What follows belongs to an exercise in optimizing a design on an open flow for small area; a production flow would make more cautious choices. The RTL was checked by simulation tests, not by an equivalence proof against the original design. Power is estimated from default activity; no workload was simulated.

==> design.v <==
module ssd1306_spi_responder #(
  parameter int  PAGES   = 4,
  parameter int  COLS    = 128,
  parameter int  TIMEOUT = 64,
  localparam int PW      = $clog2(PAGES),
  localparam int CW      = $clog2(COLS),
  localparam int AW      = PW + CW
) (
  input  logic          clock,
  input  logic          reset,
  input  logic          oled_spi_clk,
  input  logic          oled_spi_data,
  input  logic          oled_dc_n,
  input  logic          oled_reset_n,
  input  logic          oled_vdd,
  input  logic          oled_vbat,
  input  logic [AW-1:0] rd_addr,
  output logic [7:0]    rd_data,
  output logic          byte_strobe,
  output logic [7:0]    rx_byte,
  output logic          rx_dc,
  output logic          display_on,
  output logic          charge_pump,
  output logic          seg_remap,
  output logic          com_scan,
  output logic [7:0]    contrast,
  output logic [7:0]    precharge,
  output logic [7:0]    com_pins,
  output logic [PW-1:0] cur_page,
  output logic [CW-1:0] cur_col,
  output logic          panel_active,
  output logic          err_timeout
);
  typedef enum logic [1:0] {ST_OPCODE, ST_ARG1, ST_ARG2} state_t;
  logic [2:0] sclk_q;
  logic [1:0] sdat_q, sdc_q, srst_q, svdd_q, svbat_q;
  always_ff @(posedge clock) begin
    if (reset) begin
      sclk_q  <= '0;
      sdat_q  <= '0;
      sdc_q   <= '0;
      srst_q  <= '0;
      svdd_q  <= 2'b11;
      svbat_q <= 2'b11;
    end else begin
      sclk_q  <= {sclk_q[1:0], oled_spi_clk};
      sdat_q  <= {sdat_q[0], oled_spi_data};
      sdc_q   <= {sdc_q[0], oled_dc_n};
      srst_q  <= {srst_q[0], oled_reset_n};
      svdd_q  <= {svdd_q[0], oled_vdd};
      svbat_q <= {svbat_q[0], oled_vbat};
    end
  end
  logic spi_rise, dat_s, dc_s, rstn_s, vdd_s, vbat_s;
  assign spi_rise = sclk_q[1] & ~sclk_q[2];
  assign dat_s    = sdat_q[1];
  assign dc_s     = sdc_q[1];
  assign rstn_s   = srst_q[1];
  assign vdd_s    = svdd_q[1];
  assign vbat_s   = svbat_q[1];
  logic [2:0] bit_cnt_q;
  logic [7:0] shift_q;
  logic       done_q;
  logic       done_dc_q;
  assign err_timeout = 1'b0;
  always_ff @(posedge clock) begin
    if (spi_rise) shift_q <= {shift_q[6:0], dat_s};
  end
  always_ff @(posedge clock) begin
    if (reset || !rstn_s) begin
      bit_cnt_q <= '0;
      done_q    <= 1'b0;
      done_dc_q <= 1'b0;
    end else begin
      done_q <= 1'b0;
      if (spi_rise) begin
        bit_cnt_q <= bit_cnt_q + 3'd1;
        if (bit_cnt_q == 3'd7) begin
          done_q    <= 1'b1;
          done_dc_q <= dc_s;
        end
      end
    end
  end
  logic [7:0] done_byte;
  assign done_byte = shift_q;
  logic acc;
  assign acc = done_q & ~vdd_s & rstn_s;
  logic       byte_strobe_q;
  logic [7:0] rx_byte_q;
  logic       rx_zero_q;
  logic       rx_dc_q;
  always_ff @(posedge clock) begin
    if (acc) rx_byte_q <= done_byte;
  end
  always_ff @(posedge clock) begin
    if (reset) begin
      byte_strobe_q <= 1'b0;
      rx_zero_q     <= 1'b1;
      rx_dc_q       <= 1'b0;
    end else begin
      byte_strobe_q <= acc;
      if (acc) begin
        rx_zero_q <= 1'b0;
        rx_dc_q   <= done_dc_q;
      end
    end
  end
  state_t        state_q;
  logic [7:0]    op_q;
  logic [CW-1:0] pend_col_q;
  logic [PW-1:0] pend_page_q;
  logic          display_on_q, charge_pump_q, seg_remap_q, com_scan_q;
  logic [7:0]    contrast_q, precharge_q, com_pins_q;
  logic [1:0]    addr_mode_q;
  logic [PW-1:0] cur_page_q, page_start_q, page_end_q;
  logic [CW-1:0] cur_col_q, col_start_q, col_end_q;
  always_ff @(posedge clock) begin
    if (reset || !rstn_s) begin
      state_q       <= ST_OPCODE;
      op_q          <= '0;
      pend_col_q    <= '0;
      pend_page_q   <= '0;
      display_on_q  <= 1'b0;
      charge_pump_q <= 1'b0;
      seg_remap_q   <= 1'b0;
      com_scan_q    <= 1'b0;
      contrast_q    <= 8'h7F;
      precharge_q   <= 8'h22;
      com_pins_q    <= 8'h12;
      addr_mode_q   <= 2'b00;
      cur_page_q    <= '0;
      cur_col_q     <= '0;
      page_start_q  <= '0;
      page_end_q    <= PW'(PAGES - 1);
      col_start_q   <= '0;
      col_end_q     <= CW'(COLS - 1);
    end else if (acc) begin
      if (done_dc_q) begin
        state_q <= ST_OPCODE;
        if (addr_mode_q == 2'b10) begin
          cur_col_q <= cur_col_q + 1'b1;
        end else if (cur_col_q == col_end_q) begin
          cur_col_q  <= col_start_q;
          cur_page_q <= (cur_page_q == page_end_q) ? page_start_q : cur_page_q + 1'b1;
        end else begin
          cur_col_q <= cur_col_q + 1'b1;
        end
      end else begin
        unique case (state_q)
          ST_OPCODE: begin
            op_q <= done_byte;
            casez (done_byte)
              8'hAE:        display_on_q <= 1'b0;
              8'hAF:        display_on_q <= 1'b1;
              8'hA0:        seg_remap_q  <= 1'b0;
              8'hA1:        seg_remap_q  <= 1'b1;
              8'hC0:        com_scan_q   <= 1'b0;
              8'hC8:        com_scan_q   <= 1'b1;
              8'b0000_????: cur_col_q[3:0] <= done_byte[3:0];
              8'b0001_????: cur_col_q  <= CW'({done_byte[3:0], cur_col_q[3:0]});
              8'b1011_0???: cur_page_q <= done_byte[PW-1:0];
              8'h81, 8'h8D, 8'hD9, 8'hDA,
              8'h20, 8'h21, 8'h22: state_q <= ST_ARG1;
              default: ;
            endcase
          end
          ST_ARG1: begin
            state_q <= ST_OPCODE;
            case (op_q)
              8'h81: contrast_q    <= done_byte;
              8'h8D: charge_pump_q <= done_byte[2];
              8'hD9: precharge_q   <= done_byte;
              8'hDA: com_pins_q    <= done_byte;
              8'h20: addr_mode_q   <= done_byte[1:0];
              8'h21: begin
                pend_col_q <= done_byte[CW-1:0];
                state_q    <= ST_ARG2;
              end
              8'h22: begin
                pend_page_q <= done_byte[PW-1:0];
                state_q     <= ST_ARG2;
              end
              default: ;
            endcase
          end
          default: begin
            state_q <= ST_OPCODE;
            if (op_q == 8'h21) begin
              col_start_q <= pend_col_q;
              col_end_q   <= done_byte[CW-1:0];
              cur_col_q   <= pend_col_q;
            end else begin
              page_start_q <= pend_page_q;
              page_end_q   <= done_byte[PW-1:0];
              cur_page_q   <= pend_page_q;
            end
          end
        endcase
      end
    end
  end
  localparam int RL = 16;                  
  localparam int NR = PAGES * COLS / RL;   
  localparam int LW = $clog2(RL);
  logic             wr_en;
  assign wr_en = acc & done_dc_q;
  logic [LW-1:0]    rot_q;
  logic             pend_v_q;
  logic [AW-1:0]    pend_a_q;
  logic [8*RL-1:0]  ring_q [NR];
  logic hit;
  assign hit = pend_v_q & (pend_a_q[LW-1:0] == ~rot_q);
  always_ff @(posedge clock) begin
    rot_q    <= rot_q + 1'b1;
    pend_v_q <= wr_en | (pend_v_q & ~hit);
    if (wr_en) pend_a_q <= {cur_page_q, cur_col_q};
  end
  for (genvar r = 0; r < NR; r++) begin : g_ring
    logic ins;
    assign ins = hit & (pend_a_q[AW-1:LW] == r);
    always_ff @(posedge clock) begin
      ring_q[r] <= {ring_q[r][8*RL-9:0], ins ? rx_byte_q : ring_q[r][8*RL-1 -: 8]};
    end
  end
  logic [LW-1:0] rd_pos;
  logic [7:0]    rd_ring;
  logic          rd_byp;
  logic [7:0]    rd_data_q;
  assign rd_pos  = rd_addr[LW-1:0] + rot_q;
  assign rd_ring = ring_q[rd_addr[AW-1:LW]][8*rd_pos +: 8];
  assign rd_byp  = pend_v_q & (rd_addr == pend_a_q);
  always_ff @(posedge clock) begin
    if (reset)       rd_data_q <= '0;
    else if (rd_byp) rd_data_q <= rx_byte_q;
    else             rd_data_q <= rd_ring;
  end
  assign rd_data      = rd_data_q;
  assign byte_strobe  = byte_strobe_q;
  assign rx_byte      = rx_zero_q ? 8'h00 : rx_byte_q;
  assign rx_dc        = rx_dc_q;
  assign display_on   = display_on_q;
  assign charge_pump  = charge_pump_q;
  assign seg_remap    = seg_remap_q;
  assign com_scan     = com_scan_q;
  assign contrast     = contrast_q;
  assign precharge    = precharge_q;
  assign com_pins     = com_pins_q;
  assign cur_page     = cur_page_q;
  assign cur_col      = cur_col_q;
  assign panel_active = display_on_q & charge_pump_q & ~vbat_s & ~vdd_s;
endmodule
==> run.sh <==
#!/bin/bash
# synth_recipe.tcl (not shown) runs the flow's synth.tcl, then flattens the netlist and writes it again
# the make line also repeats each setting of config.mk as NAME=value (left out here)
make -C /OpenROAD-flow-scripts/flow DESIGN_CONFIG=/design/flow/config.mk WORK_HOME=/design/flow/orfs CLKGATE_MAP_FILE= SYNTH_SCRIPT=/design/flow/synth_recipe.tcl finish
==> config.mk <==
export PLATFORM = sky130hd
export DESIGN_NAME = ssd1306_spi_responder
export DESIGN_NICKNAME = ssd1306_spi_responder
export VERILOG_FILES = /design/flow/design.v
export SDC_FILE = /design/flow/constraint.sdc
export NUM_CORES = 4
export LEC_CHECK = 0
export CAP_MARGIN = 20
export CORE_MARGIN = 2
export CORE_UTILIZATION = 50
export CTS_BUF_LIST = sky130_fd_sc_hd__clkbuf_8
export CTS_CLUSTER_DIAMETER = 60
export CTS_CLUSTER_SIZE = 16
export GPL_TIMING_DRIVEN = 0
export SETUP_SLACK_MARGIN = 0.3
export SLEW_MARGIN = 20
==> constraint.sdc <==
create_clock -name core_clock -period 6.0 [get_ports {clock}]
set_input_delay 1.2000 -clock core_clock [delete_from_list [all_inputs] [get_ports {clock}]]
set_output_delay 1.2000 -clock core_clock [all_outputs]
set_load 0.01 [all_outputs]
==> results.toml <==
[clock_tree]
cts_root_buffer = "clkbuf_8"
cts.sinks = 4231
htreeDepth = 5
clockBufferDepth = 4
numCtsBuffers = 319

[run_status]
tool.error = "[ERROR GRT-0232] Routing congestion too high. Check the congestion heatmap in the GUI."
failed_stage = "global routing"
status = "aborted with a tool error"

[die]
die_x_um = 490
ioPinCount = 74
num_rows = 178
die_h_um = 490
start_util = 0.503

[yosys]
synthFlopType = "dfxtp_1"
synth-edff-count = 25
yosys_warnings = 2
synth_area_leader_cell = "dfxtp_1"
ys_seq_area_frac = 0.718
async_flop_share = 0
syn_nets = 9262
synthTopCellsByArea = "dfxtp_1, a22oi_1, mux2_2, and3_1, mux2i_1"
synth_seq_cells = 4231
synth.avg_cell_area_sq_um = 12.8
syn_area_sq_mm = 0.118
syn_inst = 9237
synth_top_cell_area_share = 0.712
synth_cell_type_count = 89

[grt]
grt_use_total = 0.778
grt_max_degree = 18
grt-ovfl-total = 6
antenna_found_initial = 406

[placed_design]
finalWeightedCongestion = 1.31
dp_hpwl_um = 655000
place.port_buffers = 71
place_area_sq_mm = 0.129
dp.cells = 12700

[timing]
endpoint_type = "sequential cell input"
worst_endpoint = "rd_data_q[3]$_SDFF_PP0_/D"
timing repair:
action / in CTS
hold buffers: 0
endpoints found under the setup margin: 8
buffers inserted: 8
hold endpoints to repair: 0
gates resized for setup: 158
pin swaps: 3
synth_stat cells, drive strengths merged, types with 13 or more instances:
master,n
mux2i,149
a21oi,135
a22o,145
mux2,262
nand2b,23
a2111oi,122
o21ai,105
o22ai,34
o21a,13
o31ai,17
edfxtp,25
nor4,89
nor2,243
or4,16
nand2,384
buf,364
a222oi,22
dfxtp,4206
a31oi,20
nand4,217
inv,20
nor2b,38
and3,332
nor3,115
xnor2,25
a221oi,118
clkbuf,240
o221ai,15
a221o,16
nand4b,14
o32ai,20
or2,13
nand3b,22
a22oi,1200
a32oi,17
a211oi,44
nand3,223
cells by family after synthesis:
family                   share of synthesized area
other                                    0.0000317
flip-flops                                   0.718
XOR/XNOR                                   0.00274
buffers and inverters                       0.0232
multiplexers                                0.0383
AO/OA/AOI/OAI                                0.136
adder cells (fa/ha/maj)                   0.000910
AND/OR/NAND/NOR                             0.0799
through the flow:
step / worst slack [ps] / hold WS (ps)
3_3_place_gp: -3740 / 328
3_5_place_dp: -2510 / 329
4_1_cts: 249 / 298
2_1_floorplan: 2440 / 323
worst max path at each step:
stage	start	endpoint	slack, ps	cells past startpoint
global placement	rd_addr[4]	rd_data_q[3]	-3740	13
floorplan	rd_addr[8]	rd_data_q[0]	2440	12
detailed placement	rd_addr[4]	rd_data_q[3]	-2510	15
CTS	rd_addr[4]	rd_data_q[3]	250	14
power by group through the flow:
| stage | clock network (uW) | logic, uW | registers (uW) |
|---|---|---|---|
| floorplan | 0 | 425 | 28800 |
| global placement | 0 | 1870 | 28800 |
| detailed placement | 0 | 2130 | 28800 |
| CTS | 14100 | 2150 | 28100 |
metal layers:
layer  overflow  GRT usage
met2          1      0.866
met3          0      0.709
met1          0      0.794
met4          5      0.714
met5          0      0.542
